What follows belongs to an exercise in optimizing a design on an open flow for small area and a short achievable clock period; a production flow would make more cautious choices. At most, simulation tests tie the RTL to the original design; equivalence was not proved.

## 11-17
## rsi_top
module rsi_top
(
    input  logic   clk,
    input  logic   reset,
    input  logic [16-1:0] price,
    input  logic   price_valid,
    input  logic   eod,
    output logic   rsi_valid,
    output logic [7-1:0]   rsi,
    output logic   buy,
    output logic   sell
);
Settings: LEC_CHECK=0, ABC_AREA=1, CAP_MARGIN=20, CORE_MARGIN=2, CORE_UTILIZATION=40, CTS_CLUSTER_DIAMETER=110, CTS_CLUSTER_SIZE=28, SETUP_SLACK_MARGIN=3.9, SLEW_MARGIN=20; clock period 6.5 ns.
run.sh (not shown) runs the stock make flow with config.mk's settings and CLKGATE_MAP_FILE= SYNTH_SCRIPT=/design/flow/synth_recipe.tcl, a recipe that flattens the netlist after the stock synthesis.
Edits applied to the flow inputs when going from 11-17 to 02-19:
diff --git a/flow/design.v b/flow/design.v
--- a/flow/design.v
+++ b/flow/design.v
@@ -111,44 +111,44 @@
         gsum <= g_base + {{(SW-PW-1){sd_g[PW]}}, sd_g};
     end
     always_ff @(posedge clk or posedge reset) begin
         if (reset) sums_valid <= 1'b0;
         else       sums_valid <= sd_valid;
     end
     logic [XW-1:0] x_a, x_b, x_c, x_s, x_cy, x_sum;
     logic [XW-1:2] m_x;           
-    logic [SW-1:0] m_tn;          
+    logic [SW-1:0] m_t;
     logic          m_v;
     assign x_a   = XW'(gsum) << 6;
     assign x_b   = XW'(gsum) << 5;
     assign x_c   = XW'(gsum) << 2;
     assign x_s   = x_a ^ x_b ^ x_c;
     assign x_cy  = {(x_a[XW-2:0] & x_b[XW-2:0]) | (x_a[XW-2:0] & x_c[XW-2:0]) |
                     (x_b[XW-2:0] & x_c[XW-2:0]), 1'b0};
     assign x_sum = x_s + x_cy;
     always_ff @(posedge clk) begin
         m_x <= x_sum[XW-1:2];
-        m_tn <= ~tsum;
+        m_t <= tsum;
     end
     always_ff @(posedge clk or posedge reset) begin
         if (reset) m_v <= 1'b0;
         else       m_v <= sums_valid;
     end
     logic [SW-1:0] d_h [1:6];     
-    logic [SW-1:0] d_tn [1:6];    
+    logic [SW-1:0] d_t [1:6];
     logic [5:2]    d_x [1:6];     
     logic [6:0]    d_q [1:6];     
     logic          d_v [1:6];
     logic [6:0]    q_last;        
     logic          v_last;
-    function automatic [SW+1:0] sk_sub(input [SW:0] a, input [SW-1:0] tn);
+    function automatic [SW+1:0] sk_sub(input [SW:0] a, input [SW-1:0] t);
         logic [SW:0]   b;
         logic [SW+1:0] g, p;      
-        b = {1'b1, tn};
+        b = ~{1'b0, t};
         g = {a & b, 1'b1};
         p = {a ^ b, 1'b0};
         for (int d = 1; d < SW + 2; d = d * 2)
             for (int i = 2 * d - 1; i < SW + 2; i = i + 2 * d) begin
                 g[i] = g[i] | (p[i] & g[i - d]);
                 p[i] = p[i] & p[i - d];
             end
         for (int d = 16; d >= 1; d = d / 2)
@@ -157,39 +157,39 @@
                 p[i] = p[i] & p[i - d];
             end
         sk_sub = {g[SW+1], (a ^ b) ^ g[SW:0]};
     endfunction
     genvar j;
     generate
         for (j = 6; j >= 0; j--) begin : g_step
             logic [SW:0]   hi_in;
-            logic [SW-1:0] dvs_n;
+            logic [SW-1:0] dvs;
             logic [6:0]    q_in;
             logic [SW+1:0] trial;
             logic          fits;
             logic [SW-1:0] h_new;
             logic [6:0]    q_new;
             if (j == 6) begin : g_first
                 assign hi_in = m_x[XW-1:6];
-                assign dvs_n = m_tn;
+                assign dvs   = m_t;
                 assign q_in  = '0;
             end else begin : g_next
                 assign hi_in = {d_h[j+1], (j >= 2) ? d_x[j+1][(j >= 2) ? j : 2] : 1'b0};
-                assign dvs_n = d_tn[j+1];
+                assign dvs   = d_t[j+1];
                 assign q_in  = d_q[j+1];
             end
-            assign trial = sk_sub(hi_in, dvs_n);
+            assign trial = sk_sub(hi_in, dvs);
             assign fits  = trial[SW+1];
             assign h_new = fits ? trial[SW-1:0] : hi_in[SW-1:0];
             assign q_new = q_in | (7'(fits) << j);
             if (j > 0) begin : g_reg
                 always_ff @(posedge clk) begin
                     d_h[j] <= h_new;
-                    d_tn[j] <= dvs_n;
+                    d_t[j] <= dvs;
                     d_q[j] <= q_new;
                 end
                 if (j == 6) begin : g_x6
                     always_ff @(posedge clk) d_x[j] <= m_x[5:2];
                     always_ff @(posedge clk or posedge reset) begin
                         if (reset) d_v[j] <= 1'b0;
                         else       d_v[j] <= m_v;
                     end
Findings:
- Clock-buffer cell count ends up lower on 11-17.
- | first-pass GRT wire length | higher: 11-17 |
- Taking 11-17 as the reference, in 02-19 relative area change from synthesis to final layout now sits at about the same level, number of well taps now sits higher.
- Looking at synthesized area divided by synthesized cell count, 02-19 sits below 11-17.
- Summary: final area, 02-19 worse than 11-17
- In the reports for 11-17 and 02-19, the smaller post-placement worst setup slack belongs to 02-19.
- Cmp 11-17 and 02-19 / post-synthesis share of cell area spent on and, or, nand and nor gates / lower: 02-19
- Area after synthesis: 02-19 > 11-17
- Changes observed in 02-19 relative to 11-17: overall via count from detail_route now sits higher; insertion delay to the later sink of the worst-skew pair held; initial core utilization shows no meaningful change; multi-input logic cell count now smaller.

---

== before ==
rsi_top, a different RTL version from the one above (not shown whole).
For scale: roughly 2400 cells after synthesis, about 520 flip-flops, roughly 30 I/O pins, roughly 0.027 mm² of cells after synthesis.
==> module rsi_top, before the edit <==
module rsi_top
(
    input  logic   clk,
    input  logic   reset,
    input  logic [16-1:0] price,
    input  logic   price_valid,
    input  logic   eod,
    output logic   rsi_valid,
    output logic [7-1:0]   rsi,
    output logic   buy,
    output logic   sell
);
    localparam int PW    = 16;
    localparam int SW    = 20;
    localparam int N     = 14;
    localparam int QW    = 7;
    localparam int XW    = 27;
    logic          take;
    logic [PW-1:0] prev;
    logic          have_prev;
    logic [3:0]    cnt;           
    logic [PW:0]   diff;
    logic          up;            
    logic [PW-1:0] code;          
    logic          mv_valid;
    logic          mv_first, mv_full, mv_out;
    logic          mv_up;
    logic [PW-1:0] mv_code;
    assign take = price_valid && !eod;
    assign diff = {1'b0, price} - {1'b0, prev};
    assign up   = !diff[PW];
    assign code = diff[PW-1:0] ^ {PW{!up}};
    always_ff @(posedge clk) begin
        if (take) prev <= price;
        mv_code  <= code;
        mv_up    <= up;
        mv_first <= (cnt == 4'd0);
        mv_full  <= (cnt == 4'(N));
        mv_out   <= (cnt >= 4'(N - 1));
    end
    always_ff @(posedge clk or posedge reset) begin
        if (reset) begin
            have_prev <= 1'b0;
            cnt       <= '0;
            mv_valid  <= 1'b0;
        end else if (eod) begin
            have_prev <= 1'b0;
            cnt       <= '0;
            mv_valid  <= 1'b0;
        end else begin
            mv_valid <= take && have_prev;
            if (take) have_prev <= 1'b1;
            if (take && have_prev && cnt != 4'(N)) cnt <= cnt + 4'd1;
        end
    end
    logic [PW:0]   win [N];       
    logic [SW-1:0] tsum, gsum;
    logic          sums_valid;
    logic [PW-1:0] old_code;
    logic          old_up;
    logic [SW-1:0] t_base, g_base;
    logic [SW-1:0] t_next, g_next;
    logic [PW-1:0] g_new, g_old;
    assign old_code = mv_full ? win[N-1][PW-1:0] : '0;
    assign old_up   = mv_full ? win[N-1][PW]     : 1'b1;
    assign t_base   = mv_first ? '0 : tsum;
    assign g_base   = mv_first ? '0 : gsum;
    assign g_new    = mv_up ? mv_code : '0;
    assign g_old    = old_up ? old_code : '0;
    logic [SW-1:0] new_ext, old_ext, gn_ext, go_ext;
    assign new_ext = {{(SW-PW){1'b0}}, mv_code};
    assign old_ext = {{(SW-PW){1'b0}}, old_code};
    assign gn_ext  = {{(SW-PW){1'b0}}, g_new};
    assign go_ext  = {{(SW-PW){1'b0}}, g_old};
    assign t_next = t_base + new_ext + ~old_ext + {{(SW-1){1'b0}}, !mv_up} + {{(SW-1){1'b0}}, old_up};
    assign g_next = g_base + gn_ext - go_ext;
    always_ff @(posedge clk) begin
        if (mv_valid) begin
            win[0] <= {mv_up, mv_code};
            for (int i = 1; i < N; i++) win[i] <= win[i-1];
            tsum <= t_next;
            gsum <= g_next;
        end
    end
    always_ff @(posedge clk or posedge reset) begin
        if (reset) sums_valid <= 1'b0;
        else       sums_valid <= mv_valid && mv_out;
    end
    localparam logic [6:0] REG_AFTER = 7'b1010100;
    localparam bit         MUL_REG   = 1'b1;
    logic [XW-1:0] dvd;
    logic [SW-1:0] dvs;
    logic          dv_valid;
    generate
        if (MUL_REG) begin : g_mul_reg
            always_ff @(posedge clk) begin
                dvd <= XW'(gsum) * XW'(100);
                dvs <= tsum;
            end
            always_ff @(posedge clk or posedge reset) begin
                if (reset) dv_valid <= 1'b0;
                else       dv_valid <= sums_valid;
            end
        end else begin : g_mul_wire
            assign dvd      = XW'(gsum) * XW'(100);
            assign dvs      = tsum;
            assign dv_valid = sums_valid;
        end
    endgenerate
    logic [SW:0]   hi_in  [7];    
    logic [XW-1:0] lo_in  [7];    
    logic [SW-1:0] dv_in  [7];
    logic [6:0]    q_in   [7];
    logic          v_in   [7];
    logic [SW-1:0] hi_out [7];
    logic [6:0]    q_out  [7];
    logic [SW-1:0] hi_r   [7];
    logic [XW-1:0] lo_r   [7];
    logic [SW-1:0] dv_r   [7];
    logic [6:0]    q_r    [7];
    logic          v_r    [7];
    genvar j;
    generate
        for (j = 6; j >= 0; j--) begin : g_step
            logic [SW:0] trial;
            logic        fits;
            if (j == 6) begin : g_first
                assign hi_in[j] = dvd[XW-1:6];
                assign lo_in[j] = XW'(dvd[5:0]);
                assign dv_in[j] = dvs;
                assign q_in[j]  = '0;
                assign v_in[j]  = dv_valid;
            end else begin : g_next
                logic [SW-1:0] h;
                logic [XW-1:0] l;
                logic [SW-1:0] d;
                logic [6:0]    q;
                logic          v;
                if (REG_AFTER[j+1]) begin : g_reg
                    assign h = hi_r[j+1];
                    assign l = lo_r[j+1];
                    assign d = dv_r[j+1];
                    assign q = q_r[j+1];
                    assign v = v_r[j+1];
                end else begin : g_wire
                    assign h = hi_out[j+1];
                    assign l = lo_in[j+1];
                    assign d = dv_in[j+1];
                    assign q = q_out[j+1];
                    assign v = v_in[j+1];
                end
                assign hi_in[j] = {h, l[j]};
                assign lo_in[j] = l;
                assign dv_in[j] = d;
                assign q_in[j]  = q;
                assign v_in[j]  = v;
            end
            assign trial     = hi_in[j] - {1'b0, dv_in[j]};
            assign fits      = !trial[SW];
            assign hi_out[j] = fits ? trial[SW-1:0] : hi_in[j][SW-1:0];
            assign q_out[j]  = q_in[j] | (7'(fits) << j);
            if (REG_AFTER[j]) begin : g_preg
                always_ff @(posedge clk) begin
                    hi_r[j] <= hi_out[j];
                    lo_r[j] <= XW'(lo_in[j][(j > 0 ? j : 1)-1:0]);
                    dv_r[j] <= dv_in[j];
                    q_r[j]  <= q_out[j];
                end
                always_ff @(posedge clk or posedge reset) begin
                    if (reset) v_r[j] <= 1'b0;
                    else       v_r[j] <= v_in[j];
                end
            end
        end
    endgenerate
    logic [6:0] q_fin;
    logic       v_fin;
    logic [6:0] rsi_d;
    assign q_fin = q_out[0];
    assign v_fin = v_in[0];
    assign rsi_d = (q_fin == 7'd127) ? 7'd50 : q_fin;
    always_ff @(posedge clk) begin
        rsi <= rsi_d;
    end
    always_ff @(posedge clk or posedge reset) begin
        if (reset) begin
            rsi_valid <= 1'b0;
            buy       <= 1'b0;
            sell      <= 1'b0;
        end else begin
            rsi_valid <= v_fin;
            buy       <= v_fin && (rsi_d < 7'(30));
            sell      <= v_fin && (rsi_d > 7'(70));
        end
    end
endmodule
make LEC_CHECK=0 CAP_MARGIN=20 CORE_MARGIN=2 CORE_UTILIZATION=40 SLEW_MARGIN=20 finish   # period 6.5 ns
Changes in after relative to before:
-- flow/design.v --
<<< before, line 87
        else       sums_valid <= mv_valid && mv_out;
    end
    localparam logic [6:0] REG_AFTER = 7'b1010100;
    localparam bit         MUL_REG   = 1'b1;
    logic [XW-1:0] dvd;
    logic [SW-1:0] dvs;
    logic          dv_valid;
    generate
        if (MUL_REG) begin : g_mul_reg
            always_ff @(posedge clk) begin
                dvd <= XW'(gsum) * XW'(100);
                dvs <= tsum;
            end
            always_ff @(posedge clk or posedge reset) begin
                if (reset) dv_valid <= 1'b0;
                else       dv_valid <= sums_valid;
            end
        end else begin : g_mul_wire
            assign dvd      = XW'(gsum) * XW'(100);
            assign dvs      = tsum;
            assign dv_valid = sums_valid;
        end
    endgenerate
    logic [SW:0]   hi_in  [7];    
    logic [XW-1:0] lo_in  [7];    
>>> after, line 87
        else       sums_valid <= mv_valid && mv_out;
    end
    localparam logic [6:0] REG_AFTER = 7'b0101010;
    logic [XW-1:0] dvd;
    assign dvd = XW'(gsum) * XW'(100);
    logic [SW:0]   hi_in  [7];    
    logic [XW-1:0] lo_in  [7];    
<<< before, line 128
                assign hi_in[j] = dvd[XW-1:6];
                assign lo_in[j] = XW'(dvd[5:0]);
                assign dv_in[j] = dvs;
                assign q_in[j]  = '0;
                assign v_in[j]  = dv_valid;
            end else begin : g_next
                logic [SW-1:0] h;
>>> after, line 110
                assign hi_in[j] = dvd[XW-1:6];
                assign lo_in[j] = XW'(dvd[5:0]);
                assign dv_in[j] = tsum;
                assign q_in[j]  = '0;
                assign v_in[j]  = sums_valid;
            end else begin : g_next
                logic [SW-1:0] h;
==> summary.txt <==
In after the implementation ran to completion but is not tape-out ready, as the final checks report negative setup slack.
On count of multi-input combinational gates, the higher figure sits with before, not after.
Comparing after and before, the higher maximum number of pins on one net before global-route repair was measured on after.
For critical path required time, before and after come out practically identical.
after against before: timing-limited maximum frequency now sits lower; number of nets in the synthesized netlist dropped 2.7%; wire length on met2 has increased.
Function not checked in before: the RTL went through the layout flow alone.

## afterwards: timing with drivers on the ports
The results above use ideal ports. As a check the final layouts listed here were re-extracted and re-timed, cells and wires unchanged. Step 1 assumes that a clkbuf_16 drives the clock port and a buf_2 every other input. Step 2, shift: input delay + t, output delay - t, t = (earliest + latest rising clock arrival at the registers) / 2. This alone moves slack from input paths to output paths. a / b / c = no drivers / after step 1 / after step 2; a / b = the first two.
run | t, ns | setup slack, ns | worst setup path at the end | latest minus earliest clock arrival (ns) | cell pins on the clock port's net
11-17 | 0.684 | 3.976 / 3.915 / 4.006 | register to register | 0.024 / 0.024 | 1
02-19 | 0.684 | 3.970 / 3.905 / 4.015 | register to register | 0.047 / 0.047 | 1
before | 0.651 | 0.321 / 0.321 / 0.321 | register to register | 0.037 / 0.037 | 1
after | 0.654 | -1.047 / -1.047 / -1.047 | register to register | 0.051 / 0.052 | 1
